Source: an optimization exercise on an open RTL-to-GDS flow (aim: small area, a short achievable clock period and few clock cycles per item). Production flows keep margins and buffers that such runs may drop.
The RTL was checked by simulation tests, not by an equivalence proof against the original design.

`design/flow/design.v`:
```
`default_nettype none
package aes_pkg;
  typedef logic [7:0]   byte_t;
  typedef logic [127:0] block_t;   
  typedef logic [31:0]  word_t;
  typedef logic [3:0]   round_t;
  localparam int unsigned NUM_ROUNDS = 10;
  localparam byte_t       GF_POLY    = 8'h1b;
  function automatic logic [7:0] xtime(input logic [7:0] b);
    xtime = b[7] ? ({b[6:0], 1'b0} ^ GF_POLY) : {b[6:0], 1'b0};
  endfunction
  function automatic logic [7:0] rcon_of(input logic [3:0] r);
    rcon_of = {r == 4'd8,
               r == 4'd7,
               r == 4'd6 || r == 4'd10,
               r == 4'd5 || r == 4'd9 || r == 4'd10,
               r == 4'd4 || r == 4'd9,
               r == 4'd3 || r == 4'd10,
               r == 4'd2 || r == 4'd9 || r == 4'd10,
               r == 4'd1 || r == 4'd9};
  endfunction
endpackage
`default_nettype wire
`timescale 1ns/1ps
`default_nettype none
module aes_ctrl_fsm (
  input  logic            clk,
  input  logic            rst,
  input  logic            start_i,
  output logic            load_o,      
  output logic            busy_o,      
  output logic            last_o,      
  output aes_pkg::round_t round_o,
  output logic            done_o
);
  logic            busy_q;
  aes_pkg::round_t round_q;
  assign load_o  = start_i && !busy_q;
  assign busy_o  = busy_q;
  assign round_o = round_q;
  assign last_o  = (round_q == aes_pkg::round_t'(aes_pkg::NUM_ROUNDS));
  always_ff @(posedge clk) begin
    if (rst) begin
      busy_q <= 1'b0;
      done_o <= 1'b0;
    end else begin
      done_o <= busy_q && last_o;
      if (load_o) busy_q <= 1'b1;
      else if (last_o) busy_q <= 1'b0;
    end
  end
  always_ff @(posedge clk) begin
    if (load_o) round_q <= 4'd1;
    else if (busy_q) round_q <= round_q + 4'd1;
  end
endmodule
`default_nettype wire
`timescale 1ns/1ps
`default_nettype none
module aes_key_late_xor (
  input  logic [31:0] a_i,
  input  logic [31:0] b_i,
  input  logic [31:0] t_i,
  output logic [31:0] a_o,
  output logic [31:0] b_o
);
  assign a_o = a_i ^ t_i;
  assign b_o = b_i ^ t_i;
endmodule
module aes_key_expand (
  input  logic            clk,
  input  logic            busy_i,
  input  aes_pkg::round_t round_i,
  input  aes_pkg::block_t key_i,
  output aes_pkg::block_t round_key_o
);
  aes_pkg::block_t key_q;
  aes_pkg::block_t w;       
  aes_pkg::block_t kin;     
  aes_pkg::word_t  sub_word;
  aes_pkg::word_t  t;
  aes_pkg::word_t  q0, q2;
  aes_pkg::byte_t  rc;
  assign w[127:96] = key_q[127:96];
  assign w[95:64]  = key_q[95:64] ^ key_q[127:96];
  assign w[63:32]  = key_q[63:32] ^ key_q[95:64];
  assign w[31:0]   = key_q[31:0] ^ key_q[63:32];
  assign round_key_o = w;
  assign kin = busy_i ? w : key_i;
  assign rc  = busy_i ? aes_pkg::rcon_of(round_i + 4'd1) : 8'h01;
  aes_sbox_rom sb0 (.u(kin[23:16]), .s(sub_word[31:24]));
  aes_sbox_rom sb1 (.u(kin[15:8]),  .s(sub_word[23:16]));
  aes_sbox_rom sb2 (.u(kin[7:0]),   .s(sub_word[15:8]));
  aes_sbox_rom sb3 (.u(kin[31:24]), .s(sub_word[7:0]));
  assign t = sub_word ^ {rc, 24'h000000};
  aes_key_late_xor lx (
    .a_i(kin[127:96]), .b_i(kin[127:96] ^ kin[63:32]), .t_i(t), .a_o(q0), .b_o(q2)
  );
  always_ff @(posedge clk) begin
    key_q <= {q0, kin[95:64], q2, kin[95:64] ^ kin[31:0]};
  end
endmodule
`default_nettype wire
`timescale 1ns/1ps
`default_nettype none
module aes_mix_column (
  input  logic [31:0] a_i,     
  input  logic [31:0] ak_i,
  input  logic        mix_en_i,
  output logic [31:0] out_o
);
  logic [7:0] a [4];
  logic [7:0] p [4];
  logic [7:0] tt;
  always_comb begin
    for (int r = 0; r < 4; r++) a[r] = a_i[8*(3-r) +: 8];
    for (int r = 0; r < 4; r++) p[r] = a[r] ^ a[(r+1)%4];
    tt = p[0] ^ p[2];
    for (int r = 0; r < 4; r++) begin
      out_o[8*(3-r) +: 8] = ((aes_pkg::xtime(p[r]) ^ tt) & {8{mix_en_i}}) ^ ak_i[8*(3-r) +: 8];
    end
  end
endmodule
module aes_state_path (
  input  logic            clk,
  input  logic            start_i,
  input  logic            busy_i,
  input  logic            last_i,
  input  aes_pkg::block_t plaintext_i,
  input  aes_pkg::block_t key_i,
  input  aes_pkg::block_t round_key_i,
  output aes_pkg::block_t state_o
);
  aes_pkg::block_t state_q;
  aes_pkg::block_t sub;
  aes_pkg::block_t shifted;
  aes_pkg::block_t inject;
  aes_pkg::block_t ak;
  aes_pkg::block_t next;
  assign state_o = state_q;
  for (genvar i = 0; i < 16; i++) begin : g_sb
    aes_sbox_rom sb (.u(state_q[8*i +: 8]), .s(sub[8*i +: 8]));
  end
  always_comb begin
    for (int c = 0; c < 4; c++) begin
      for (int r = 0; r < 4; r++) begin
        shifted[8*(15-(4*c+r)) +: 8] = sub[8*(15-(4*((c+r)%4)+r)) +: 8];
      end
    end
  end
  assign inject = busy_i ? round_key_i : start_i ? (plaintext_i ^ key_i) : state_q;
  assign ak     = (shifted & {128{busy_i}}) ^ inject;
  for (genvar c = 0; c < 4; c++) begin : g_mc
    aes_mix_column mc (
      .a_i(shifted[32*(3-c) +: 32]), .ak_i(ak[32*(3-c) +: 32]), .mix_en_i(busy_i && !last_i),
      .out_o(next[32*(3-c) +: 32])
    );
  end
  always_ff @(posedge clk) begin
    state_q <= next;
  end
endmodule
`default_nettype wire
`timescale 1ns/1ps
`default_nettype none
module aes_core (
  input  logic            clk,
  input  logic            rst,
  input  logic            start_i,
  input  aes_pkg::block_t plaintext_i,
  input  aes_pkg::block_t key_i,
  output aes_pkg::block_t ciphertext_o,
  output logic            done_o
);
  logic            load;
  logic            busy;
  logic            last;
  aes_pkg::round_t round;
  aes_pkg::block_t round_key;
  aes_ctrl_fsm fsm0 (
    .clk(clk), .rst(rst), .start_i(start_i), .load_o(load), .busy_o(busy), .last_o(last),
    .round_o(round), .done_o(done_o)
  );
  aes_key_expand key0 (
    .clk(clk), .busy_i(busy), .round_i(round), .key_i(key_i), .round_key_o(round_key)
  );
  aes_state_path state0 (
    .clk(clk), .start_i(start_i), .busy_i(busy), .last_i(last), .plaintext_i(plaintext_i),
    .key_i(key_i), .round_key_i(round_key), .state_o(ciphertext_o)
  );
endmodule
`default_nettype wire
`timescale 1ns/1ps
`default_nettype none
module aes_sbox_rom (
  input  logic [7:0] u,
  output logic [7:0] s
);
  logic T1, T2, T3, T4, T5, T6, T7, T8, T9, T10, T11, T12, T13, T14, T15, T16, T17, T18, T19, T20, T21, T22, T23, T24, T25, T26, T27, M1, M2, M3, M4, M5, M6, M7, M8, M9, M10, M11, M12, M13, M14, M15, M16, M17, M18, M19, M20, M21, M22, M23, M24, M25, M26, M27, M28, M29, M30, M31, M32, M33, M34, M35, M36, M37, M38, M39, M40, M41, M42, M43, M44, M45, M46, M47, M48, M49, M50, M51, M52, M53, M54, M55, M56, M57, M58, M59, M60, M61, M62, M63, L0, L1, L2, L3, L4, L5, L6, L7, L8, L9, L10, L11, L12, L13, L14, L15, L16, L17, L18, L19, L20, L21, L22, L23, L24, L25, L26, L27, L28, L29;
  logic U0, U1, U2, U3, U4, U5, U6, U7;
  assign {U0, U1, U2, U3, U4, U5, U6, U7} = u;
  assign T1 = U0 ^ U3;
  assign T2 = U0 ^ U5;
  assign T3 = U0 ^ U6;
  assign T4 = U3 ^ U5;
  assign T5 = U4 ^ U6;
  assign T6 = T1 ^ T5;
  assign T7 = U1 ^ U2;
  assign T8 = U7 ^ T6;
  assign T9 = U7 ^ T7;
  assign T10 = T6 ^ T7;
  assign T11 = U1 ^ U5;
  assign T12 = U2 ^ U5;
  assign T13 = T3 ^ T4;
  assign T14 = T6 ^ T11;
  assign T15 = T5 ^ T11;
  assign T16 = T5 ^ T12;
  assign T17 = T9 ^ T16;
  assign T18 = U3 ^ U7;
  assign T19 = T7 ^ T18;
  assign T20 = T1 ^ T19;
  assign T21 = U6 ^ U7;
  assign T22 = T7 ^ T21;
  assign T23 = T2 ^ T22;
  assign T24 = T2 ^ T10;
  assign T25 = T20 ^ T17;
  assign T26 = T3 ^ T16;
  assign T27 = T1 ^ T12;
  assign M1 = T13 & T6;
  assign M2 = T23 & T8;
  assign M3 = T14 ^ M1;
  assign M4 = T19 & U7;
  assign M5 = M4 ^ M1;
  assign M6 = T3 & T16;
  assign M7 = T22 & T9;
  assign M8 = T26 ^ M6;
  assign M9 = T20 & T17;
  assign M10 = M9 ^ M6;
  assign M11 = T1 & T15;
  assign M12 = T4 & T27;
  assign M13 = M12 ^ M11;
  assign M14 = T2 & T10;
  assign M15 = M14 ^ M11;
  assign M16 = M3 ^ M2;
  assign M17 = M5 ^ T24;
  assign M18 = M8 ^ M7;
  assign M19 = M10 ^ M15;
  assign M20 = M16 ^ M13;
  assign M21 = M17 ^ M15;
  assign M22 = M18 ^ M13;
  assign M23 = M19 ^ T25;
  assign M24 = M22 ^ M23;
  assign M25 = M22 & M20;
  assign M26 = M21 ^ M25;
  assign M27 = M20 ^ M21;
  assign M28 = M23 ^ M25;
  assign M29 = M28 & M27;
  assign M30 = M26 & M24;
  assign M31 = M20 & M23;
  assign M32 = M27 & M31;
  assign M33 = M27 ^ M25;
  assign M34 = M21 & M22;
  assign M35 = M24 & M34;
  assign M36 = M24 ^ M25;
  assign M37 = M21 ^ M29;
  assign M38 = M32 ^ M33;
  assign M39 = M23 ^ M30;
  assign M40 = M35 ^ M36;
  assign M41 = M38 ^ M40;
  assign M42 = M37 ^ M39;
  assign M43 = M37 ^ M38;
  assign M44 = M39 ^ M40;
  assign M45 = M42 ^ M41;
  assign M46 = M44 & T6;
  assign M47 = M40 & T8;
  assign M48 = M39 & U7;
  assign M49 = M43 & T16;
  assign M50 = M38 & T9;
  assign M51 = M37 & T17;
  assign M52 = M42 & T15;
  assign M53 = M45 & T27;
  assign M54 = M41 & T10;
  assign M55 = M44 & T13;
  assign M56 = M40 & T23;
  assign M57 = M39 & T19;
  assign M58 = M43 & T3;
  assign M59 = M38 & T22;
  assign M60 = M37 & T20;
  assign M61 = M42 & T1;
  assign M62 = M45 & T4;
  assign M63 = M41 & T2;
  assign L0 = M61 ^ M62;
  assign L1 = M50 ^ M56;
  assign L2 = M46 ^ M48;
  assign L3 = M47 ^ M55;
  assign L4 = M54 ^ M58;
  assign L5 = M49 ^ M61;
  assign L6 = M62 ^ L5;
  assign L7 = M46 ^ L3;
  assign L8 = M51 ^ M59;
  assign L9 = M52 ^ M53;
  assign L10 = M53 ^ L4;
  assign L11 = M60 ^ L2;
  assign L12 = M48 ^ M51;
  assign L13 = M50 ^ L0;
  assign L14 = M52 ^ M61;
  assign L15 = M55 ^ L1;
  assign L16 = M56 ^ L0;
  assign L17 = M57 ^ L1;
  assign L18 = M58 ^ L8;
  assign L19 = M63 ^ L4;
  assign L20 = L0 ^ L1;
  assign L21 = L1 ^ L7;
  assign L22 = L3 ^ L12;
  assign L23 = L18 ^ L2;
  assign L24 = L15 ^ L9;
  assign L25 = L6 ^ L10;
  assign L26 = L7 ^ L9;
  assign L27 = L8 ^ L10;
  assign L28 = L11 ^ L14;
  assign L29 = L11 ^ L17;
  assign s[7] = L6 ^ L24;
  assign s[6] = ~(L16 ^ L26);
  assign s[5] = ~(L19 ^ L28);
  assign s[4] = L6 ^ L21;
  assign s[3] = L20 ^ L22;
  assign s[2] = L25 ^ L29;
  assign s[1] = ~(L13 ^ L27);
  assign s[0] = ~(L6 ^ L23);
endmodule
`default_nettype wire
`timescale 1ns/1ps
`default_nettype none
module aes_top (
  input  logic         clk,
  input  logic         rst,
  input  logic         start_i,
  input  logic [127:0] plaintext_i,
  input  logic [127:0] key_i,
  output logic [127:0] ciphertext_o,
  output logic         done_o
);
  aes_core core0 (
    .clk(clk), .rst(rst), .start_i(start_i), .plaintext_i(plaintext_i), .key_i(key_i),
    .ciphertext_o(ciphertext_o), .done_o(done_o)
  );
endmodule
`default_nettype wire
```
`design/flow/flow/run.sh`:
```
#!/bin/bash
# Own flow: the standard layout (standard.sh) with three changes:
# - synthesis maps the logic with the area-oriented ABC script
#   flow/map_area.abc in place of ORFS's speed script (the rest of the standard flow's
#   synthesis script synth_recipe.tcl is unchanged: registers, flattening and
#   renaming are the standard ones);
# - (flat synthesis, as in the standard flow)
# - every input and output port still gets a buffer, a buf_1.
# Each step's full log is under orfs/logs; make's output is in flow_make.log.
set -euo pipefail
W=$PWD
{
  # replace the -script of ORFS's ABC call, and drop its -D delay target
  echo "proc abc {args} {"
  echo "  set i [lsearch -exact \$args -script]"
  echo "  set a [lreplace \$args \$i [expr {\$i + 1}] -script {$W/flow/map_area.abc}]"
  echo "  set j [lsearch -exact \$a -D]"
  echo "  if {\$j >= 0} { set a [lreplace \$a \$j [expr {\$j + 1}]] }"
  echo "  yosys abc {*}\$a"
  echo "}"
  cat "$W/synth_recipe.tcl"
} > "$W/flow_synth.tcl"
bash "$W/standard.sh" SYNTH_SCRIPT="$W/flow_synth.tcl" \
  "BUFFER_PORTS_ARGS=-buffer_cell sky130_fd_sc_hd__buf_1" finish > "$W/flow_make.log" 2>&1
```
`design/flow/flow/map_area.abc`:
```
strash
&get -n
&st
&dch
&nf -R 1000
&put
topo
stime -c
buffer -c
upsize -c
dnsize -c
```
`design/flow/standard.sh`:
```
#!/bin/bash
# synth_recipe.tcl (not shown) runs the flow's synth.tcl, then flattens the netlist and writes it again
# the make line also repeats each setting of config.mk as NAME=value (left out here)
make -C /OpenROAD-flow-scripts/flow DESIGN_CONFIG=/design/flow/config.mk WORK_HOME=/design/flow/orfs CLKGATE_MAP_FILE= SYNTH_SCRIPT=/design/flow/synth_recipe.tcl "${@:-finish}"
```
`design/flow/config.mk`:
```
export PLATFORM = sky130hd
export DESIGN_NAME = aes_top
export DESIGN_NICKNAME = aes_top
export VERILOG_FILES = /design/flow/design.v
export SDC_FILE = /design/flow/constraint.sdc
export NUM_CORES = 4
export LEC_CHECK = 0
export CAP_MARGIN = 20
export CORE_MARGIN = 2
export CORE_UTILIZATION = 40
export SLEW_MARGIN = 20
```
`design/flow/constraint.sdc`:
```
create_clock -name core_clock -period 6.0 [get_ports {clk}]
set_input_delay 1.2000 -clock core_clock [delete_from_list [all_inputs] [get_ports {clk}]]
set_output_delay 1.2000 -clock core_clock [all_outputs]
set_load 0.01 [all_outputs]
```
==> flow_summary.json, run 1 <==
{
  "outcome": "finished clean",
  "ys_seq_area_share_pct": 13.8,
  "dieArea_sq_mm": 0.0976,
  "syn_inst": 4719,
  "fp.dieW_microns": 312,
  "io_pins": 388,
  "grt_pass1_wl_microns": 213000,
  "path_clk_slew_ps": 60,
  "synth_area_sq_mm": 0.0381,
  "post_drt_via_cell_ratio": 5.10,
  "cts_hold_buffers": 0,
  "synthMuxAreaShare_pct": 0.112,
  "cts.htree.levels": 2,
  "startpoint": "core0.state0.state_q[26]$_DFF_P_",
  "io_buffers": 387,
  "clk_path_buf_depth": 3,
  "pre_cts_ws_ps": -109,
  "final_common_cell": "xnor2_1",
  "slew_headroom_pct": 32.4,
  "gp_congestion": 1.02,
  "synth_top_family_by_area": "XOR/XNOR gates",
  "r2r_start": "core0.state0.state_q[26]$_DFF_P_",
  "syn_area_per_cell_sq_um": 8.06,
  "drc_errors": 0,
  "clk_latency_ps": 570,
  "synthFlopType": "dfxtp_1",
  "max-cap-violations": 0,
  "core-area_sq_mm": 0.0946,
  "grt_pass1_vias": 32400,
  "dp_hpwl_microns": 128000,
  "chipHeight_microns": 312,
  "required_ps": 6410,
  "place_area_sq_mm": 0.0432,
  "final_cell_mix": "xnor2_1 (1534), nor2_1 (569), xor2_1 (557)",
  "hold_start": "core0.fsm0.round_q[3]$_SDFFE_PP0P_",
  "slew_violations": 0,
  "drive_gt1_share_pct": 14.4,
  "yosys.area_share.simple_pct": 12.3,
  "yosys_register_bits": 262,
  "grt_max_degree": 236,
  "critical_path_class": "flop to flop",
  "rr_worst_depth": 21,
  "syn_nets": 5023,
  "worstPathArrival_ps": 6190,
  "synth_xor_area_share_pct": 58.5,
  "final_nets": 5677,
  "synth_edf_count": 0,
  "synth-compound-area-share_pct": 11.2,
  "first_iter_violations": 3222,
  "initial_utilization_pct": 40.2,
  "final_area_sq_mm": 0.0453,
  "clock.fmax_mhz": 173,
  "wl_per_cell_microns": 22.3,
  "timing.hold.ws_ps": 487,
  "antenna_found_initial": 6,
  "cts_made_buffers": 36,
  "drt_wl_total_microns": 149000,
  "dr.pass1.iters": 6,
  "synth_fa_ha_area_share_pct": 1.48,
  "synth-async-reset-ratio_pct": 0,
  "grt_overflow": 0,
  "r2r_slack_ps": 220,
  "gr-usage-all-layers_pct": 29.4,
  "yosysUniqueCellTypes": 72,
  "ant_nets": 0,
  "rows": 113,
  "cts_tree": "yes",
  "holdCritPathClass": "flop to flop",
  "finalSetupViolCount": 0,
  "worst_slack_ps": 216,
  "worstMarginPinSlew_ps": 1000,
  "min_period_over_period_pct": 96.4,
  "cts.sinks": 262,
  "min_period_ps": 5780,
  "vias": 34000,
  "r2r_end": "core0.state0.state_q[12]$_DFF_P_",
  "n_antenna_cell": 0,
  "cp-start-kind": "flop",
  "finClkSkew_ps": 29.4,
  "yosysWarningCount": 6,
  "crit_end": "core0.state0.state_q[12]$_DFF_P_",
  "hold_violations": 0,
  "end_kind": "flop",
  "areaGrowthSynthToFinish_pct": 19.1,
  "finalSetupTns_ps": 0,
  "root_buffer": "clkbuf_16",
  "crit_fanout": 6
}
worst max-delay path, cell delays in order (launching register included):
cell	delay (ps)
dfxtp_1	550
xnor2_1	180
xnor2_1	340
buf_4	180
nor2_1	50
xnor2_1	150
xnor2_1	340
inv_1	140
or2_4	290
xnor2_1	150
a21oi_2	320
xor2_2	330
xor2_1	260
nor2_2	110
xnor2_4	300
xor2_4	380
xnor2_2	190
xnor2_1	380
xnor2_2	240
xor2_1	250
nor2_1	80
xnor2_1	410
sequential cells by signal (all words and copies together), names as in the netlist:
| register | cells |
|---|---|
| core0.key0.key_q | 128 |
| core0.fsm0.done_o | 1 |
| core0.fsm0.round_q | 4 |
| core0.fsm0.busy_q | 1 |
| core0.state0.state_q | 128 |
how the worst min path moves through the flow:
stage	slack [ps]	depth (start not counted)	endpoint
final	490	2	core0.fsm0.round_q[3]$_SDFFE_PP0P_
after global routing	520	2	core0.fsm0.round_q[3]$_SDFFE_PP0P_
after CTS	490	2	core0.fsm0.round_q[3]$_SDFFE_PP0P_
after detailed placement	480	2	core0.fsm0.round_q[3]$_SDFFE_PP0P_
after global placement	470	2	core0.fsm0.round_q[3]$_SDFFE_PP0P_
after floorplan	460	2	core0.fsm0.round_q[3]$_SDFFE_PP0P_
cells in the mapped netlist, drive strengths merged, types with 38 or more instances:
cell | instances | area, sq um
buf | 56 | 305
clkbuf | 104 | 400
nor2 | 590 | 2280
nand2b | 91 | 577
dfxtp | 262 | 5250
ha | 45 | 563
a211oi | 54 | 440
o21ai | 268 | 1370
inv | 72 | 270
xor2 | 624 | 5970
a21oi | 235 | 1190
nor2b | 38 | 250
a31oi | 80 | 522
xnor2 | 1719 | 16300
nand2 | 318 | 1200
routing by layer:
metal | part of all wire [%] | vias to the layer above | GRT usage (%) | wire, microns
li1 | - | 16300 | - | -
met1 | 42 | 16000 | 39.2 | 63000
met2 | 44 | 1376 | 46.4 | 65600
met3 | 8.2 | 262 | 4.69 | 12200
met4 | 5.4 | 6 | 13.6 | 8070
met5 | 0.030 | - | 0 | 44
per-stage QoR:
step | util (%) | instances
5_1_grt | 47.9 | 6665
3_3_place_gp | 45.7 | 6574
3_5_place_dp | 45.7 | 6574
6_report | 47.9 | 6665
2_1_floorplan | - | 4719
4_1_cts | 47.1 | 6639
timing repair:
item                       4_1_cts  5_1_grt
cloned                           0        0
buffers inserted                 0       26
gates resized for setup          5       85
setup endpoints to repair        9      114
pin swaps                        0       20
layout make-up:
class                   instances  area [sq um]
well taps                    1265          1580
flip-flops and latches        262          5260
fillers                      9342         49300
clock buffers                  49          1070
repair buffers                776          4440
multi-input cells            4224         32500
inverters                      73           274
clock inverters                16           231
kinds of logic after synthesis:
| kind of cell | count (synthesis) |
|---|---|
| AO/OA/AOI/OAI | 727 |
| XOR/XNOR | 2344 |
| adder cells (fa/ha/maj) | 45 |
| buffers and inverters | 233 |
| flip-flops | 262 |
| multiplexers | 4 |
| AND/OR/NAND/NOR | 1104 |
Testbench counts, summed over its fixed seeds: cycles 3,528, blocks 320.
==> run 2: changes to the inputs <==
--- a/design/flow/flow/run.sh
+++ b/design/flow/flow/run.sh
@@ -6,6 +6,7 @@
 #   renaming are the standard ones);
 # - (flat synthesis, as in the standard flow)
 # - every input and output port still gets a buffer, a buf_1.
+# - no half-adder extraction (ADDER_MAP_FILE empty): the S-box XOR/AND pairs stay separate gates.
 # Each step's full log is under orfs/logs; make's output is in flow_make.log.
 set -euo pipefail
 W=$PWD
@@ -21,4 +22,4 @@
   cat "$W/synth_recipe.tcl"
 } > "$W/flow_synth.tcl"
 bash "$W/standard.sh" SYNTH_SCRIPT="$W/flow_synth.tcl" \
-  "BUFFER_PORTS_ARGS=-buffer_cell sky130_fd_sc_hd__buf_1" finish > "$W/flow_make.log" 2>&1
+  "BUFFER_PORTS_ARGS=-buffer_cell sky130_fd_sc_hd__buf_1" ADDER_MAP_FILE= finish > "$W/flow_make.log" 2>&1
--- a/design/flow/config.mk
+++ b/design/flow/config.mk
@@ -8,4 +8,5 @@
 export CAP_MARGIN = 20
 export CORE_MARGIN = 2
 export CORE_UTILIZATION = 40
+export SETUP_SLACK_MARGIN = 0.1
 export SLEW_MARGIN = 20
==> flow_summary.json, run 2 <==
{
  "dieArea_sq_mm": 0.0940,
  "critPathTopFamily": "XOR/XNOR gates",
  "post_drt_via_cell_ratio": 5.20,
  "yosysWarningCount": 6,
  "initial_utilization_pct": 40.2,
  "dr.pass1.iters": 6,
  "synthFlopType": "dfxtp_1",
  "gr-usage-all-layers_pct": 31.0,
  "yosysUniqueCellTypes": 63,
  "chipHeight_microns": 307,
  "final_area_sq_mm": 0.0436,
  "syn_nets": 4981,
  "first_iter_violations": 3324,
  "worstPathArrival_ps": 6190,
  "gp_congestion": 1.02,
  "slew_violations": 0,
  "cts_made_buffers": 34,
  "cp-start-kind": "flop",
  "syn_inst": 4722,
  "cts_hold_buffers": 0,
  "finClkSkew_ps": 38.1,
  "io_pins": 388,
  "finalSetupTns_ps": 0,
  "synth_area_sq_mm": 0.0366,
  "clock.fmax_mhz": 175,
  "core-area_sq_mm": 0.0912,
  "critical_path_class": "flop to flop",
  "place_area_sq_mm": 0.0416,
  "netlist_top_cells_count": "xnor2_1 (1633), nor2_1 (649), xor2_1 (569)",
  "r2r_end": "core0.state0.state_q[18]$_DFF_P_",
  "path_clk_slew_ps": 70,
  "end_kind": "flop",
  "holdPathStages": 2,
  "syn_area_per_cell_sq_um": 7.76,
  "wl_per_cell_microns": 22.9,
  "crit_chain": "xor2_2, xor2_1, buf_4, xor2_1, nor2_1, xnor2_1, xnor2_1, xnor2_1, and2_1, nor3b_1, a21oi_1, xor2_1, xnor2_1, nor2_2, xnor2_4, xnor2_2, xnor2_1, xnor2_2, buf_4, xnor2_4, xor2_4, nor2_1, a211oi_2, xnor2_1",
  "required_ps": 6490,
  "worstMarginPinSlew_ps": 998,
  "yosys_register_bits": 262,
  "hold_start": "core0.fsm0.round_q[2]$_SDFFE_PP0P_",
  "root_buffer": "clkbuf_16",
  "areaGrowthSynthToFinish_pct": 19.1,
  "ys_seq_area_share_pct": 14.3,
  "max-cap-violations": 0,
  "synth_edf_count": 0,
  "r2r_slack_ps": 300,
  "rows": 111,
  "synth_top_area_share_pct": 39.0,
  "grt_max_degree": 128,
  "min_to": "core0.fsm0.round_q[2]$_SDFFE_PP0P_",
  "ant_nets": 0,
  "vias": 34100,
  "fp.dieW_microns": 307,
  "yosysTopAreaCell": "xnor2_1",
  "dp_hpwl_microns": 129000,
  "synth-async-reset-ratio_pct": 0,
  "largestRegisters": "core0.key0.key_q x128, core0.state0.state_q x128, core0.fsm0.round_q x4",
  "drc_errors": 0,
  "cts.sinks": 262,
  "cts_tree": "yes",
  "io_buffers": 387,
  "clk_latency_ps": 590,
  "hold_violations": 0,
  "crit_fanout": 6,
  "ys_top_cells_by_area": "xnor2_1 (39%), dfxtp_1 (14%), xor2_1 (14%)",
  "grt_pass1_wl_microns": 215000,
  "timing.hold.ws_ps": 639,
  "crit_buf_inv": 2,
  "cts.htree.levels": 2,
  "min_period_ps": 5700,
  "outcome": "finished clean",
  "finalSetupViolCount": 0,
  "slowest_stage": "dfxtp_1",
  "final_common_cell": "xnor2_1",
  "final_cell_mix": "xnor2_1 (1575), nor2_1 (647), xor2_1 (554)",
  "grt_overflow": 0,
  "slew_headroom_pct": 33.0,
  "r2r_start": "core0.state0.state_q[115]$_DFF_P_",
  "grt_pass1_vias": 32400,
  "holdCritPathClass": "flop to flop",
  "grt_setup_unrepaired": "true",
  "antenna_found_initial": 14,
  "drt_wl_total_microns": 151000,
  "final_nets": 5613,
  "cpPeakStageDelay_ps": 440,
  "min_period_over_period_pct": 95.0,
  "rr_worst_depth": 24,
  "drive_gt1_share_pct": 12.6,
  "critical_path.most_common_cell": "xnor2_1",
  "clk_path_buf_depth": 3,
  "synth.most_common_cell": "xnor2_1"
}
run 2: kinds of logic after synthesis:
family                 count (synthesis)  share of synthesized area, %
XOR/XNOR                            2320                          58.3
AND/OR/NAND/NOR                     1227                          13.9
AO/OA/AOI/OAI                        703                          11.0
flip-flops                           262                          14.3
buffers and inverters                203                          2.29
multiplexers                           7                         0.205
run 2: layout make-up:
type                    count  area [sq um]
diodes                      2          5.00
clock buffers              43           905
clock inverters            19           251
fillers                  9105         47600
inverters                  45           169
multi-input cells        4257         31300
flip-flops and latches    262          5280
well taps                1186          1480
repair buffers            754          4280
run 2: layer usage:
| metal | vias to the layer above | share of wire (%) | GRT usage (%) |
|---|---|---|---|
| li1 | 16300 | - | - |
| met3 | 247 | 8.5 | 4.54 |
| met2 | 1510 | 45 | 50.1 |
| met4 | 8 | 4.0 | 10.5 |
| met1 | 16100 | 43 | 42.0 |
| met5 | - | 0.033 | 0 |
run 2: worst max path at each step:
stage	to	depth (start not counted)	start
6_report	core0.state0.state_q[18]$_DFF_P_	24	core0.state0.state_q[115]$_DFF_P_
5_1_grt	core0.state0.state_q[32]$_DFF_P_	23	core0.state0.state_q[17]$_DFF_P_
2_1_floorplan	core0.key0.key_q[42]$_DFF_P_	18	key_i[5]
3_3_place_gp	core0.state0.state_q[27]$_DFF_P_	20	core0.state0.state_q[37]$_DFF_P_
3_5_place_dp	core0.state0.state_q[27]$_DFF_P_	20	core0.state0.state_q[37]$_DFF_P_
4_1_cts	core0.state0.state_q[83]$_DFF_P_	21	core0.state0.state_q[49]$_DFF_P_
run 2: repair_timing:
action                     in CTS  in global routing
gates resized for setup         7                106
setup buffers                   2                 11
pin swaps                       1                 14
hold endpoints to repair        0                  0
setup endpoints to repair      12                109
run 2: worst min-delay path, delay by kind of cell (launching register included):
kind	cells	cell delay (ps)
AO/OA/AOI/OAI	1	70
flip-flops	1	400
AND/OR/NAND/NOR	1	110
run 2: through the flow:
step / setup WS (ps) / util (%) / std cells
3_5_place_dp: 3.17 / 45.6 / 6491
6_report: 300 / 47.8 / 6568
5_1_grt: 24.6 / 47.8 / 6567
4_1_cts: 42.7 / 47.0 / 6555
2_1_floorplan: 671 / - / 4722
3_3_place_gp: 41.9 / 45.6 / 6491
==> run 3: changes to the inputs <==
==> design/flow/flow/map_area.abc (replaced) <==
strash
&get -n
&st
&dch
&nf -R 1000
&put
==> flow_summary.json, run 3 <==
{
  "rows": 108,
  "synth_top_area_share_pct": 43.2,
  "critical_path_class": "flop to flop",
  "largestRegisters": "core0.key0.key_q x128, core0.state0.state_q x128, core0.fsm0.round_q x4",
  "syn_nets": 4823,
  "areaGrowthSynthToFinish_pct": 27.4,
  "final_area_sq_mm": 0.0444,
  "core-area_sq_mm": 0.0866,
  "holdCritPathClass": "flop to flop",
  "initial_utilization_pct": 40.3,
  "drt_wl_total_microns": 136000,
  "grt_overflow": 0,
  "cpPeakStageDelay_ps": 440,
  "io_pins": 388,
  "grt_setup_unrepaired": "true",
  "cts.sinks": 262,
  "syn_area_per_cell_sq_um": 7.64,
  "root_buffer": "clkbuf_16",
  "netlist_top_cells_count": "xnor2_1 (1721), nor2_1 (655), xor2_1 (598)",
  "slowest_stage": "dfxtp_1",
  "end_kind": "flop",
  "chipHeight_microns": 299,
  "io_buffers": 387,
  "drc_errors": 0,
  "clk_latency_ps": 570,
  "cts_hold_buffers": 0,
  "dr.pass1.iters": 5,
  "final_common_cell": "xnor2_1",
  "synth.most_common_cell": "xnor2_1",
  "slew_headroom_pct": 19.4,
  "synth-async-reset-ratio_pct": 0,
  "cp-start-kind": "flop",
  "crit_buf_inv": 4,
  "clk_path_buf_depth": 3,
  "clock.fmax_mhz": 178,
  "cts_made_buffers": 36,
  "yosysWarningCount": 6,
  "cts_tree": "yes",
  "gr-usage-all-layers_pct": 29.2,
  "post_drt_via_cell_ratio": 5.03,
  "rr_worst_depth": 25,
  "grt_pass1_vias": 31600,
  "timing.hold.ws_ps": 648,
  "critPathTopFamily": "XOR/XNOR gates",
  "pre_cts_ws_ps": -435,
  "grt_pass1_wl_microns": 198000,
  "ys_top_cells_by_area": "xnor2_1 (43%), dfxtp_1 (15%), xor2_1 (15%)",
  "worstMarginPinSlew_ps": 1200,
  "path_clk_slew_ps": 60,
  "yosysTopAreaCell": "xnor2_1",
  "yosys_register_bits": 262,
  "hold_violations": 0,
  "place_area_sq_mm": 0.0418,
  "grt_max_degree": 85,
  "crit_fanout": 4,
  "fillers": 8553,
  "min_period_ps": 5610,
  "wl_per_cell_microns": 20.5,
  "drive_gt1_share_pct": 14.1,
  "min_period_over_period_pct": 93.4,
  "holdPathStages": 2,
  "max-cap-violations": 0,
  "final_nets": 5724,
  "fp.dieW_microns": 299,
  "worst_slack_ps": 393,
  "synthFlopType": "dfxtp_1",
  "dp_hpwl_microns": 115000,
  "required_ps": 6430,
  "multi_input_area_sq_mm": 0.0312,
  "worstPathArrival_ps": 6030,
  "crit_cells": 25,
  "finClkSkew_ps": 22.7,
  "ys_seq_area_share_pct": 15.0,
  "synth_edf_count": 0,
  "critical_path.most_common_cell": "xnor2_1",
  "synth_area_sq_mm": 0.0349,
  "yosysUniqueCellTypes": 42,
  "vias": 33400,
  "slew_violations": 0,
  "final_cell_mix": "xnor2_1 (1576), nor2_1 (651), xor2_1 (543)",
  "antenna_found_initial": 1,
  "dieArea_sq_mm": 0.0896,
  "gp_congestion": 0.965,
  "cts.htree.levels": 2,
  "first_iter_violations": 2758,
  "syn_inst": 4564,
  "ant_nets": 0,
  "finalSetupViolCount": 0,
  "outcome": "finished clean",
  "regArea_sq_mm": 0.00526
}
-- run 3: final cells by class --
type / instances / area share [%]
Clock inverter: 14 / 0.467
Timing Repair Buffer: 863 / 11.5
Antenna cell: 1 / 0.00563
Inverter: 45 / 0.380
Multi-Input combinational cell: 4257 / 70.3
Sequential cell: 262 / 11.8
Clock buffer: 47 / 2.26
Tap cell: 1155 / 3.25
-- run 3: kinds of logic (layout without fill, tap and decap cells) --
group / count (synthesis) / in the layout / share of synthesized area (%)
flip-flops: 262 / 262 / 15.0
AND/OR/NAND/NOR: 1227 / 1227 / 14.6
multiplexers: 7 / 7 / 0.204
buffers and inverters: 45 / 969 / 0.484
other: 0 / 1 / 0
XOR/XNOR: 2320 / 2320 / 58.3
AO/OA/AOI/OAI: 703 / 703 / 11.4
-- run 3: path summary, 6_finish.rpt --
path / startpoint / end / slack [ps]
setup reg to reg: core0.state0.state_q[115]$_DFF_P_ / core0.state0.state_q[12]$_DFF_P_ / 390
setup / recovery: core0.state0.state_q[115]$_DFF_P_ / core0.state0.state_q[12]$_DFF_P_ / 390
hold reg to reg: core0.fsm0.round_q[2]$_SDFFE_PP0P_ / core0.fsm0.round_q[2]$_SDFFE_PP0P_ / 650
hold / removal: core0.fsm0.round_q[2]$_SDFFE_PP0P_ / core0.fsm0.round_q[2]$_SDFFE_PP0P_ / 650
-- run 3: timing repair --
item	4_1_cts	5_1_grt
hold endpoints to repair	0	0
gates cloned	0	0
buffers inserted	0	9
setup endpoints to repair	17	134
pin swaps	0	16
resized for setup	8	187
-- run 3: routing by layer --
layer,vias up,track usage (%),routed length [microns]
li1,16500,-,-
met4,0,10.5,5720
met1,15700,40.1,60900
met5,-,0,0
met2,1072,46.8,60800
met3,186,3.52,8670
-- run 3: tightest hold or removal path, cell delays in order (launching register included) --
cell and delay, ps:
dfxtp_1 400, nand3_1 110, o21ai_0 80
-- run 3: metrics by stage --
stage          setup TNS [ps]  cells  util (%)
2_1_floorplan          -57640   4564         -
3_3_place_gp            -1450   6573      48.2
3_5_place_dp             -786   6573      48.2
4_1_cts                     0   6634      49.7
5_1_grt                 -29.2   6643      51.3
6_report                    0   6644      51.3
==> run 4: changes to the inputs <==
==> design/flow/flow/map_area.abc (replaced) <==
strash
&get -n
&st
&dch
&nf -R 1000
&put
topo
stime -c
buffer -c
upsize -c
dnsize -c
--- a/design/flow/config.mk
+++ b/design/flow/config.mk
@@ -8,5 +8,5 @@
 export CAP_MARGIN = 20
 export CORE_MARGIN = 2
 export CORE_UTILIZATION = 40
-export SETUP_SLACK_MARGIN = 0.1
+export SETUP_SLACK_MARGIN = 0.3
 export SLEW_MARGIN = 20
==> flow_summary.json, run 4 <==
{
  "vias": 34300,
  "slew_headroom_pct": 34.2,
  "end_kind": "flop",
  "worstMarginPinSlew_ps": 981,
  "final_cell_mix": "xnor2_1 (1523), nor2_1 (644), xor2_1 (528)",
  "r2r_end": "core0.key0.key_q[50]$_DFF_P_",
  "syn_nets": 4981,
  "crit_buf_inv": 3,
  "synth_top_area_share_pct": 39.0,
  "areaGrowthSynthToFinish_pct": 22.0,
  "ys_top_cells_by_area": "xnor2_1 (39%), dfxtp_1 (14%), xor2_1 (14%)",
  "chipHeight_microns": 307,
  "io_buffers": 387,
  "clk_path_buf_depth": 3,
  "critical_path_class": "flop to flop",
  "finalSetupTns_ps": 0,
  "grt_setup_unrepaired": "true",
  "grt_max_degree": 128,
  "synthFlopType": "dfxtp_1",
  "hold_violations": 0,
  "drt_wl_total_microns": 151000,
  "critPathTopFamily": "XOR/XNOR gates",
  "cts.sinks": 262,
  "gr-usage-all-layers_pct": 31.0,
  "netlist_top_cells_count": "xnor2_1 (1633), nor2_1 (649), xor2_1 (569)",
  "holdCritPathClass": "flop to flop",
  "cts_made_buffers": 34,
  "cpPeakStageDelay_ps": 480,
  "wl_per_cell_microns": 23.0,
  "cp-start-kind": "flop",
  "required_ps": 6440,
  "crit_end": "core0.key0.key_q[50]$_DFF_P_",
  "min_period_ps": 5540,
  "io_pins": 388,
  "largestRegisters": "core0.key0.key_q x128, core0.state0.state_q x128, core0.fsm0.round_q x4",
  "synth_edf_count": 0,
  "dieArea_sq_mm": 0.0940,
  "grt_overflow": 0,
  "cts_tree": "yes",
  "synth.most_common_cell": "xnor2_1",
  "finalSetupViolCount": 0,
  "yosys.area_share.simple_pct": 13.9,
  "grt_pass1_vias": 32400,
  "outcome": "finished clean",
  "slew_violations": 0,
  "initial_utilization_pct": 40.2,
  "fp.dieW_microns": 307,
  "drc_errors": 0,
  "rows": 111,
  "crit_fanout": 111,
  "yosysUniqueCellTypes": 63,
  "synth-async-reset-ratio_pct": 0,
  "yosysWarningCount": 6,
  "critical_path.most_common_cell": "xor2_1",
  "crit_chain": "buf_16, nand2_1, o21ai_1, xor2_1, xor2_1, nor2_1, xnor2_1, xnor2_1, xor2_1, nand2_1, xnor2_1, o21ai_1, buf_4, xor2_1, xor2_1, nand2_1, xor2_2, xor2_1, xor2_1, xnor2_1, buf_4, xnor2_1",
  "worstPathArrival_ps": 5970,
  "final_common_cell": "xnor2_1",
  "ant_nets": 0,
  "place_area_sq_mm": 0.0416,
  "yosysTopAreaCell": "xnor2_1",
  "dp_hpwl_microns": 129000,
  "synth-compound-area-share_pct": 11.0,
  "first_iter_violations": 3593,
  "slowest_stage": "dfxtp_4",
  "cts_hold_buffers": 0,
  "cts.htree.levels": 2,
  "post_drt_via_cell_ratio": 5.21,
  "core-area_sq_mm": 0.0912,
  "synthMuxAreaShare_pct": 0.205,
  "clk_latency_ps": 590,
  "final_nets": 5625,
  "startpoint": "core0.fsm0.busy_q$_SDFFE_PP0P_",
  "drive_gt1_share_pct": 14.8,
  "finClkSkew_ps": 39.7,
  "synth_fa_ha_area_share_pct": 0,
  "dr.pass1.iters": 5,
  "min_period_over_period_pct": 92.3,
  "r2r_start": "core0.fsm0.busy_q$_SDFFE_PP0P_",
  "max-cap-violations": 0,
  "final_area_sq_mm": 0.0447,
  "ys_seq_area_share_pct": 14.3,
  "yosys_register_bits": 262,
  "synth_area_sq_mm": 0.0366,
  "clock.fmax_mhz": 181,
  "antenna_found_initial": 15,
  "syn_inst": 4722,
  "r2r_slack_ps": 460,
  "synth_top_family_by_area": "XOR/XNOR gates",
  "crit_cells": 22,
  "synth_xor_area_share_pct": 58.3,
  "syn_area_per_cell_sq_um": 7.76,
  "path_clk_slew_ps": 60,
  "gp_congestion": 1.02,
  "rr_worst_depth": 22,
  "grt_pass1_wl_microns": 215000,
  "root_buffer": "clkbuf_16"
}
[run 4: cell count changes after synthesis, sizes merged]
cell | previous run | this run
clkbuf | 0 | 105
buf | 0 | 53
clkinv | 45 | 1
inv | 0 | 44
and2b | 0 | 2
nor2b | 59 | 57
[run 4: layout make-up]
class	count	area (sq um)
inverter	45	169
sequential	262	5290
timing repair buffer	766	4360
fill	8972	46600
clock buffer	43	905
antenna	1	2.50
multi-input combinational	4257	32200
tap	1186	1480
clock inverter	19	251
[run 4: worst reg2reg max path, delay by kind of cell, from the launching register on]
| kind | cells | cell delay, ps |
|---|---|---|
| AO/OA/AOI/OAI | 2 | 440 |
| flip-flops | 1 | 480 |
| buffers and inverters | 3 | 660 |
| XOR/XNOR | 13 | 3070 |
| AND/OR/NAND/NOR | 4 | 760 |
[run 4: layer usage]
metal	track usage, %	share of wire (%)
met2	50.1	45
met5	0	0.042
met3	4.52	8.6
met1	42.0	42
met4	10.5	4.1
[run 4: worst min path at each step]
stage                                             startpoint                                 end  slack (ps)  depth (start not counted)
after floorplan                core0.key0.key_q[127]$_DFF_P_   core0.state0.state_q[127]$_DFF_P_         610                          3
after global placement    core0.fsm0.round_q[2]$_SDFFE_PP0P_  core0.fsm0.round_q[2]$_SDFFE_PP0P_         610                          2
after detailed placement  core0.fsm0.round_q[2]$_SDFFE_PP0P_  core0.fsm0.round_q[2]$_SDFFE_PP0P_         630                          2
after CTS                 core0.fsm0.round_q[2]$_SDFFE_PP0P_  core0.fsm0.round_q[2]$_SDFFE_PP0P_         640                          2
after global routing      core0.fsm0.round_q[0]$_SDFFE_PP1P_  core0.fsm0.round_q[0]$_SDFFE_PP1P_         670                          2
final                     core0.fsm0.round_q[2]$_SDFFE_PP0P_  core0.fsm0.round_q[2]$_SDFFE_PP0P_         640                          2
[run 4: per-stage QoR]
stage,hold slack [ps],utilization [%],setup WS [ps],cells
2_1_floorplan,607,-,671,4722
3_3_place_gp,611,45.6,41.9,6491
3_5_place_dp,629,45.6,3.17,6491
4_1_cts,638,47.1,301,6558
5_1_grt,675,49.0,157,6579
6_report,643,49.0,462,6579
[run 4: timing repair]
item	CTS	global route
buffers inserted	5	20
gates resized for setup	30	219
pin swaps	3	27
endpoints found under the hold margin	0	0
setup endpoints to repair	51	153
[run 4: kinds of logic (layout without fill, tap and decap cells)]
group                  count (synthesis)  count (layout)
AO/OA/AOI/OAI                        703             703
AND/OR/NAND/NOR                     1227            1227
other                                  0               1
buffers and inverters                203             873
XOR/XNOR                            2320            2320
flip-flops                           262             262
multiplexers                           7               7
==> run 5: changes to the inputs <==
--- a/design/flow/config.mk
+++ b/design/flow/config.mk
@@ -8,5 +8,5 @@
 export CAP_MARGIN = 20
 export CORE_MARGIN = 2
 export CORE_UTILIZATION = 40
-export SETUP_SLACK_MARGIN = 0.3
+export SETUP_SLACK_MARGIN = 0.4
 export SLEW_MARGIN = 20
==> flow_summary.json, run 5 <==
{
  "slowest_stage": "dfxtp_1",
  "grt_pass1_wl_microns": 215000,
  "r2r_start": "core0.state0.state_q[62]$_DFF_P_",
  "critical_path_class": "flop to flop",
  "initial_utilization_pct": 40.2,
  "met1_usage_pct": 42.1,
  "yosysTopAreaCell": "xnor2_1",
  "grt_pass1_vias": 32500,
  "crit_fanout": 6,
  "syn_area_per_cell_sq_um": 7.76,
  "grt_max_degree": 128,
  "grtUsageMet2_pct": 50.1,
  "post_drt_via_cell_ratio": 5.23,
  "synth-async-reset-ratio_pct": 0,
  "clk_path_buf_depth": 3,
  "end_kind": "flop",
  "max-cap-violations": 0,
  "crit_chain": "buf_4, xnor2_1, xnor2_1, nand2_1, xnor2_2, xnor2_1, xnor2_2, nor2_1, xor2_1, mux2i_2, buf_4, inv_1, o21ai_0, nor2_1, xnor2_1, xor2_1, xor2_1, xnor2_2, xnor2_2, xor2_1, buf_4, xnor2_1, nor2_1, xnor2_1",
  "rr_worst_depth": 24,
  "synth_top_area_share_pct": 39.0,
  "dieArea_sq_mm": 0.0940,
  "synth.most_common_cell": "xnor2_1",
  "min_to": "core0.fsm0.round_q[2]$_SDFFE_PP0P_",
  "drc_errors": 0,
  "clock.fmax_mhz": 183,
  "holdPathStages": 2,
  "final_common_cell": "xnor2_1",
  "ys_top_cells_by_area": "xnor2_1 (39%), dfxtp_1 (14%), xor2_1 (14%)",
  "worstPathArrival_ps": 5930,
  "grt_use_met3_pct": 4.36,
  "drt_wl_total_microns": 153000,
  "cts_tree": "yes",
  "hold_violations": 0,
  "r2r_slack_ps": 520,
  "synthFlopType": "dfxtp_1",
  "finalSetupViolCount": 0,
  "critPathTopFamily": "XOR/XNOR gates",
  "r2r_end": "core0.state0.state_q[46]$_DFF_P_",
  "dp_hpwl_microns": 129000,
  "final_nets": 5663,
  "synth_edf_count": 0,
  "gr-usage-all-layers_pct": 31.0,
  "required_ps": 6450,
  "netlist_top_cells_count": "xnor2_1 (1633), nor2_1 (649), xor2_1 (569)",
  "gp_congestion": 1.02,
  "cts.htree.levels": 2,
  "timing.hold.ws_ps": 638,
  "synth_area_sq_mm": 0.0366,
  "yosys_register_bits": 262,
  "cts_made_buffers": 34,
  "holdCritPathClass": "flop to flop",
  "grt_setup_unrepaired": "true",
  "busiest_layer": "met2",
  "grt_overflow": 0,
  "yosysWarningCount": 6,
  "cts.sinks": 262,
  "finalSetupTns_ps": 0,
  "core-area_sq_mm": 0.0912,
  "areaGrowthSynthToFinish_pct": 24.9,
  "antenna_found_initial": 15,
  "min_period_ps": 5480,
  "syn_inst": 4722,
  "path_clk_slew_ps": 60,
  "io_pins": 388,
  "vias": 34600,
  "wl_per_cell_microns": 23.1,
  "clk_latency_ps": 590,
  "fillers": 8837,
  "worstMarginPinSlew_ps": 1050,
  "finClkSkew_ps": 39.8,
  "cpPeakStageDelay_ps": 340,
  "dr.pass1.iters": 6,
  "largestRegisters": "core0.key0.key_q x128, core0.state0.state_q x128, core0.fsm0.round_q x4",
  "chipHeight_microns": 307,
  "drive_gt1_share_pct": 17.2,
  "crit_buf_inv": 4,
  "min_period_over_period_pct": 91.3,
  "first_iter_violations": 3710,
  "slew_headroom_pct": 29.4,
  "syn_nets": 4981,
  "fp.dieW_microns": 307,
  "ys_seq_area_share_pct": 14.3,
  "io_buffers": 387,
  "slew_violations": 0,
  "critical_path.most_common_cell": "xnor2_1",
  "ant_nets": 0,
  "outcome": "finished clean",
  "cp-start-kind": "flop",
  "startpoint": "core0.state0.state_q[62]$_DFF_P_",
  "final_cell_mix": "xnor2_1 (1481), nor2_1 (638), xor2_1 (504)",
  "hold_start": "core0.fsm0.round_q[2]$_SDFFE_PP0P_",
  "rows": 111,
  "root_buffer": "clkbuf_16",
  "yosysUniqueCellTypes": 63
}
run 5: changes by cell type in the layout (fill, tap and decap cells not counted), sizes merged:
cell | previous run | this run
buf | 765 | 802
diode | 1 | 3
clkbuf | 44 | 45
run 5: layout make-up:
| cell class | instances | area, sq um | share of cell area, % |
|---|---|---|---|
| antenna | 3 | 7.51 | 0.0164 |
| clock buffer | 43 | 905 | 1.98 |
| clock inverter | 19 | 251 | 0.549 |
| inverter | 45 | 169 | 0.369 |
| multi-input combinational | 4257 | 33000 | 72.0 |
| sequential | 262 | 5320 | 11.6 |
| tap | 1186 | 1480 | 3.24 |
| timing repair buffer | 804 | 4690 | 10.3 |
run 5: worst max path at each step:
| stage | slack, ps | endpoint | cells after the start |
|---|---|---|---|
| 3_3_place_gp | 40 | core0.state0.state_q[27]$_DFF_P_ | 20 |
| 4_1_cts | 360 | core0.state0.state_q[18]$_DFF_P_ | 22 |
| 5_1_grt | 300 | core0.state0.state_q[100]$_DFF_P_ | 23 |
| 2_1_floorplan | 670 | core0.key0.key_q[42]$_DFF_P_ | 18 |
| 6_report | 520 | core0.state0.state_q[46]$_DFF_P_ | 24 |
| 3_5_place_dp | 3 | core0.state0.state_q[27]$_DFF_P_ | 20 |
run 5: kinds of logic after synthesis:
group / Yosys count / synth area share [%]
AO/OA/AOI/OAI: 703 / 11.0
flip-flops: 262 / 14.3
multiplexers: 7 / 0.205
XOR/XNOR: 2320 / 58.3
AND/OR/NAND/NOR: 1227 / 13.9
buffers and inverters: 203 / 2.29
run 5: stage by stage:
stage / util (%) / setup WS, ps / cell area [sq um] / cells
finish: 50.2 / 522 / 45800 / 6619
global route: 50.2 / 303 / 45800 / 6617
CTS: 47.3 / 358 / 43200 / 6561
detailed placement: 45.6 / 3.17 / 41600 / 6491
global placement: 45.6 / 41.9 / 41600 / 6491
floorplan: - / 671 / 36600 / 4722
run 5: routing by layer:
layer / part of all wire (%) / wire length (microns)
met5: 0.040 / 61
met4: 4.3 / 6580
met3: 8.7 / 13300
met2: 45 / 68600
met1: 42 / 64300
run 5: worst min-delay path, delay by kind of cell, from the launching register on:
family | cells | cell delay [ps]
AOI/OAI and AO/OA | 1 | 70
and+or+nand+nor | 1 | 110
DFF | 1 | 400
run 5: timing repair:
action / 4_1_cts / 5_1_grt
setup buffers: 8 / 54
gates resized for setup: 56 / 309
hold buffers: 0 / 0
setup endpoints to repair: 76 / 172
gates cloned: 0 / 1
pin swaps: 6 / 52
==> run 6: changes to the inputs <==
--- a/design/flow/config.mk
+++ b/design/flow/config.mk
@@ -8,5 +8,4 @@
 export CAP_MARGIN = 20
 export CORE_MARGIN = 2
 export CORE_UTILIZATION = 40
-export SETUP_SLACK_MARGIN = 0.4
 export SLEW_MARGIN = 20
==> flow_summary.json, run 6 <==
{
  "cpPeakStageDelay_ps": 580,
  "final_cell_mix": "xnor2_1 (1588), nor2_1 (648), xor2_1 (560)",
  "dr.pass1.iters": 5,
  "grt_setup_unrepaired": "true",
  "synth_top_area_share_pct": 39.0,
  "ys_top_cells_by_area": "xnor2_1 (39%), dfxtp_1 (14%), xor2_1 (14%)",
  "syn_area_per_cell_sq_um": 7.76,
  "cts_hold_buffers": 0,
  "rows": 111,
  "io_pins": 388,
  "min_period_over_period_pct": 96.7,
  "crit_chain": "xor2_1, xnor2_2, xnor2_1, nand2_1, xnor2_1, xnor2_1, inv_1, o21ai_0, xor2_1, xnor2_1, xor2_1, nand2_1, xnor2_2, xnor2_1, xnor2_1, xor2_1, buf_4, xnor2_1, nor2_1, a211oi_1, buf_4, xnor2_1",
  "critPathTopFamily": "XOR/XNOR gates",
  "slowest_stage": "dfxtp_1",
  "grt_max_degree": 128,
  "clk_path_buf_depth": 3,
  "max-cap-violations": 0,
  "cts.htree.levels": 2,
  "grtUsageMet2_pct": 50.1,
  "busiest_layer": "met2",
  "ant_nets": 0,
  "areaGrowthSynthToFinish_pct": 18.4,
  "yosysTopAreaCell": "xnor2_1",
  "dp.cells": 6491,
  "yosys_register_bits": 262,
  "cts.sinks": 262,
  "hold_violations": 0,
  "pre_cts_ws_ps": 3.17,
  "syn_inst": 4722,
  "core-area_sq_mm": 0.0912,
  "wl_per_cell_microns": 22.9,
  "crit_buf_inv": 3,
  "dieArea_sq_mm": 0.0940,
  "antenna_found_initial": 13,
  "met1_usage_pct": 41.7,
  "cts_made_buffers": 34,
  "root_buffer": "clkbuf_16",
  "chipHeight_microns": 307,
  "worstMarginPinSlew_ps": 994,
  "slew_headroom_pct": 33.2,
  "synth.most_common_cell": "xnor2_1",
  "final_area_sq_mm": 0.0434,
  "critical_path_class": "flop to flop",
  "initial_utilization_pct": 40.2,
  "worst_slack_ps": 197,
  "gr-usage-all-layers_pct": 30.9,
  "outcome": "finished clean",
  "worstPathArrival_ps": 6280,
  "synth_area_sq_mm": 0.0366,
  "vias": 34000,
  "finClkSkew_ps": 36.7,
  "drive_gt1_share_pct": 12.0,
  "first_iter_violations": 3548,
  "post_drt_via_cell_ratio": 5.19,
  "io_buffers": 387,
  "crit_fanout": 6,
  "synth-async-reset-ratio_pct": 0,
  "drt_wl_total_microns": 150000,
  "synth_edf_count": 0,
  "dp_hpwl_microns": 129000,
  "required_ps": 6480,
  "syn_nets": 4981,
  "cts_tree": "yes",
  "end_kind": "flop",
  "slew_violations": 0,
  "grt_pass1_vias": 32400,
  "clock.fmax_mhz": 172,
  "final_nets": 5608,
  "holdCritPathClass": "flop to flop",
  "final_common_cell": "xnor2_1",
  "fin_util_pct": 47.6,
  "synthFlopType": "dfxtp_1",
  "fin_cells": 6565,
  "fp.dieW_microns": 307,
  "gp_congestion": 1.02,
  "largestRegisters": "core0.key0.key_q x128, core0.state0.state_q x128, core0.fsm0.round_q x4",
  "clk_latency_ps": 580,
  "min_period_ps": 5800,
  "ys_seq_area_share_pct": 14.3,
  "grt_pass1_wl_microns": 215000,
  "place_area_sq_mm": 0.0416,
  "path_clk_slew_ps": 70,
  "yosysUniqueCellTypes": 63,
  "cp-start-kind": "flop",
  "grt_use_met3_pct": 4.80,
  "drc_errors": 0,
  "critical_path.most_common_cell": "xnor2_1",
  "grt_overflow": 0,
  "finalSetupViolCount": 0,
  "yosysWarningCount": 6,
  "netlist_top_cells_count": "xnor2_1 (1633), nor2_1 (649), xor2_1 (569)"
}
==> run 6: per-layer routing <==
| layer | routed length [microns] | share of wire (%) | vias to the layer above |
|---|---|---|---|
| li1 | - | - | 16300 |
| met1 | 63700 | 42 | 16000 |
| met2 | 67000 | 45 | 1492 |
| met3 | 13400 | 8.9 | 262 |
| met4 | 6170 | 4.1 | 12 |
| met5 | 72 | 0.048 | - |
==> run 6: logic make-up (layout without fill, tap and decap cells) <==
group | count (synthesis) | in the layout | synth area share (%)
mux | 7 | 7 | 0.205
xor+xnor | 2320 | 2320 | 58.3
other cells | 0 | 4 | 0
simple gates | 1227 | 1227 | 13.9
flops | 262 | 262 | 14.3
compound gates | 703 | 703 | 11.0
buf+inv | 203 | 856 | 2.29
==> run 6: metrics by stage <==
stage / hold slack [ps] / setup TNS (ps)
detailed placement: 629 / 0
global route: 675 / -72.3
floorplan: 607 / 0
finish: 641 / 0
CTS: 638 / 0
global placement: 611 / 0
==> run 6: final timing paths <==
kind / start / to / slack, ps / cells after the start
max: core0.state0.state_q[37]$_DFF_P_ / core0.state0.state_q[8]$_DFF_P_ / 200 / 22
min: core0.fsm0.round_q[2]$_SDFFE_PP0P_ / core0.fsm0.round_q[2]$_SDFFE_PP0P_ / 640 / 2
max reg2reg: core0.state0.state_q[37]$_DFF_P_ / core0.state0.state_q[8]$_DFF_P_ / 200 / 22
min reg2reg: core0.fsm0.round_q[2]$_SDFFE_PP0P_ / core0.fsm0.round_q[2]$_SDFFE_PP0P_ / 640 / 2
==> run 6: layout make-up <==
cell class	count	area [sq um]
Inverter	45	169
Clock inverter	19	251
Tap cell	1186	1480
Fill cell	9134	47900
Clock buffer	43	905
Sequential cell	262	5270
Timing Repair Buffer	749	4220
Antenna cell	4	10.0
Multi-Input combinational cell	4257	31100
==> run 6: worst register-to-register path, delay by kind of cell, from the launching register on <==
| kind | cells | cell delay (ps) |
|---|---|---|
| AOI/OAI and AO/OA | 2 | 550 |
| xor gates and xnor gates | 14 | 3770 |
| buffers and inverters | 3 | 510 |
| DFF | 1 | 580 |
| and+or+nand+nor | 3 | 290 |
==> run 6: what timing repair did <==
action	4_1_cts	5_1_grt
setup endpoints to repair	3	88
pin swaps	1	7
setup buffers	0	8
gates resized for setup	3	77
==> run 7: changes to the inputs <==
--- a/design/flow/config.mk
+++ b/design/flow/config.mk
@@ -8,4 +8,5 @@
 export CAP_MARGIN = 20
 export CORE_MARGIN = 2
 export CORE_UTILIZATION = 40
+export SETUP_SLACK_MARGIN = 0.2
 export SLEW_MARGIN = 20
==> flow_summary.json, run 7 <==
{
  "core-area_sq_mm": 0.0912,
  "ys_seq_area_share_pct": 14.3,
  "critical_path.most_common_cell": "xnor2_1",
  "multi_input_area_sq_mm": 0.0318,
  "syn_inst": 4722,
  "slowest_stage": "xnor2_1",
  "vias": 34200,
  "netlist_top_cells_count": "xnor2_1 (1633), nor2_1 (649), xor2_1 (569)",
  "hold_violations": 0,
  "slew_violations": 0,
  "required_ps": 6450,
  "dieArea_sq_mm": 0.0940,
  "syn_nets": 4981,
  "crit_chain": "buf_4, xnor2_1, xnor2_1, nand2_1, xnor2_1, xnor2_1, xnor2_2, nor2_1, xor2_1, mux2i_2, inv_1, o21ai_0, nor2_1, xnor2_1, xor2_1, xor2_1, xnor2_1, xnor2_1, xor2_1, buf_4, xnor2_1, nor2_1, xnor2_1",
  "cts_made_buffers": 34,
  "yosysTopAreaCell": "xnor2_1",
  "ant_nets": 0,
  "gr-usage-all-layers_pct": 30.9,
  "drive_gt1_share_pct": 13.9,
  "chipHeight_microns": 307,
  "drt_wl_total_microns": 151000,
  "io_buffers": 387,
  "ys_top_cells_by_area": "xnor2_1 (39%), dfxtp_1 (14%), xor2_1 (14%)",
  "synthFlopType": "dfxtp_1",
  "fin_cells": 6580,
  "final_area_sq_mm": 0.0443,
  "final_common_cell": "xnor2_1",
  "gp_congestion": 1.02,
  "end_kind": "flop",
  "dp.cells": 6491,
  "rows": 111,
  "first_iter_violations": 3713,
  "yosysWarningCount": 6,
  "synth_edf_count": 0,
  "pre_cts_ws_ps": 3.17,
  "synth.most_common_cell": "xnor2_1",
  "min_period_over_period_pct": 92.4,
  "holdCritPathClass": "flop to flop",
  "cp-start-kind": "flop",
  "wl_per_cell_microns": 23.0,
  "post_drt_via_cell_ratio": 5.19,
  "max-cap-violations": 0,
  "grt_pass1_wl_microns": 215000,
  "cts_hold_buffers": 0,
  "worstMarginPinSlew_ps": 969,
  "io_pins": 388,
  "synth_area_sq_mm": 0.0366,
  "crit_fanout": 6,
  "regArea_sq_mm": 0.00528,
  "crit_buf_inv": 3,
  "dr.pass1.iters": 5,
  "antenna_found_initial": 15,
  "slew_headroom_pct": 35.0,
  "grt_overflow": 0,
  "critPathTopFamily": "XOR/XNOR gates",
  "finalSetupTns_ps": 0,
  "clock.fmax_mhz": 180,
  "fillers": 9013,
  "path_clk_slew_ps": 60,
  "cpPeakStageDelay_ps": 470,
  "grt_max_degree": 128,
  "critical_path_class": "flop to flop",
  "root_buffer": "clkbuf_16",
  "final_cell_mix": "xnor2_1 (1546), nor2_1 (647), xor2_1 (539)",
  "largestRegisters": "core0.key0.key_q x128, core0.state0.state_q x128, core0.fsm0.round_q x4",
  "min_period_ps": 5550,
  "synth_top_area_share_pct": 39.0,
  "worstPathArrival_ps": 6000,
  "yosys_register_bits": 262,
  "syn_area_per_cell_sq_um": 7.76,
  "fp.dieW_microns": 307,
  "place_area_sq_mm": 0.0416,
  "grt_pass1_vias": 32400,
  "finalSetupViolCount": 0,
  "areaGrowthSynthToFinish_pct": 20.8,
  "finClkSkew_ps": 36.6,
  "clk_latency_ps": 590,
  "clk_path_buf_depth": 3,
  "drc_errors": 0,
  "cts_tree": "yes",
  "grt_setup_unrepaired": "true",
  "outcome": "finished clean",
  "yosysUniqueCellTypes": 63,
  "cts.sinks": 262,
  "synth-async-reset-ratio_pct": 0,
  "worst_slack_ps": 453,
  "dp_hpwl_microns": 129000,
  "final_nets": 5623,
  "initial_utilization_pct": 40.2,
  "cts.htree.levels": 2
}
[run 7: changes by cell type in the layout (fill, tap and decap cells not counted), moves of 4 or more]
cell / delta
a211oi_2: +4
xnor2_4: +13
dfxtp_1: -13
dfxtp_2: +13
buf_4: +14
xor2_4: +5
xor2_2: +16
a211oi_1: -5
xnor2_2: +29
xnor2_1: -42
xor2_1: -21
[run 7: per-stage QoR]
step                hold WS (ps)  utilization (%)
finish                       641             48.5
global route                 675             48.5
CTS                          638             47.0
detailed placement           629             45.6
global placement             611             45.6
floorplan                    607                -
[run 7: final cells by class]
type / instances / area share (%)
Clock inverter: 19 / 0.568
Tap cell: 1186 / 3.35
Antenna cell: 4 / 0.0226
Timing Repair Buffer: 764 / 9.80
Inverter: 45 / 0.382
Clock buffer: 43 / 2.04
Multi-Input combinational cell: 4257 / 71.9
Sequential cell: 262 / 11.9
[run 7: worst register-to-register path, cell delays in order, from the launching register on]
cell and delay [ps]:
dfxtp_1 340, buf_4 150, xnor2_1 270, xnor2_1 190, nand2_1 160, xnor2_1 330, xnor2_1 180, xnor2_2 260
nor2_1 110, xor2_1 250, mux2i_2 340, inv_1 70, o21ai_0 230, nor2_1 110, xnor2_1 280, xor2_1 310
xor2_1 130, xnor2_1 470, xnor2_1 270, xor2_1 280, buf_4 220, xnor2_1 190, nor2_1 110, xnor2_1 190
[run 7: timing repair]
| action | CTS | global route |
|---|---|---|
| pin swaps | 1 | 23 |
| buffers inserted | 2 | 21 |
| resized for setup | 12 | 178 |
| endpoints found under the setup margin | 27 | 137 |
[run 7: cell families after synthesis]
| group | count (synthesis) | synth area share [%] |
|---|---|---|
| AO/OA/AOI/OAI | 703 | 11.0 |
| XOR/XNOR | 2320 | 58.3 |
| buffers and inverters | 203 | 2.29 |
| flip-flops | 262 | 14.3 |
| multiplexers | 7 | 0.205 |
| AND/OR/NAND/NOR | 1227 | 13.9 |
[run 7: final timing paths]
path                            depth (start not counted)                          startpoint  slack (ps)                            endpoint
worst max-delay path                                   23    core0.state0.state_q[62]$_DFF_P_         450    core0.state0.state_q[46]$_DFF_P_
worst min-delay path                                    2  core0.fsm0.round_q[2]$_SDFFE_PP0P_         640  core0.fsm0.round_q[2]$_SDFFE_PP0P_
worst max register to register                         23    core0.state0.state_q[62]$_DFF_P_         450    core0.state0.state_q[46]$_DFF_P_
worst min register to register                          2  core0.fsm0.round_q[2]$_SDFFE_PP0P_         640  core0.fsm0.round_q[2]$_SDFFE_PP0P_
[run 7: layer usage]
metal	track usage, %	part of all wire [%]	vias up
met5	0	0.033	-
met2	50.1	45	1480
met1	41.8	43	16100
met3	4.68	8.3	249
li1	-	-	16300
met4	10.5	4.1	8

## static timing again, ports no longer ideal
How much do the figures lean on ideal ports? The routed layouts below were timed once more, with nothing changed but the port constraints. Step 1, drivers: a clkbuf_16 drives clk and a buf_2 each remaining input, both assumed. Step 2 times the ports against the registers' clock, not the clock port: input delays grow and output delays shrink by t, the midpoint of the rising clock arrivals with the driver on. Three values: no drivers, after step 1, after step 2; two values: the first two.
run	shift t [ns]	setup slack, ns	worst setup path after step 2	latest minus earliest clock arrival (ns)	worst slew at a driven data input, ns
run 1	0.618	0.216 / 0.216 / -0.047	input to register	0.030 / 0.030	0.11
run 2	0.637	0.300 / 0.300 / -0.166	input to register	0.038 / 0.039	0.14
run 3	0.625	0.393 / 0.393 / 0.123	input to register	0.023 / 0.023	0.05
run 4	0.638	0.462 / 0.462 / 0.016	input to register	0.040 / 0.040	0.14
run 5	0.638	0.522 / 0.522 / 0.138	input to register	0.040 / 0.040	0.15
run 6	0.632	0.197 / 0.197 / -0.237	input to register	0.037 / 0.038	0.14
run 7	0.635	0.453 / 0.453 / -0.003	input to register	0.038 / 0.037	0.15
With both steps, setup timing fails in run 1, run 2, run 6 and run 7, where it was met with ideal ports. The setup slack of run 2, which loses most, moves by 0.000 ns with the drivers and by -0.466 ns with both steps.
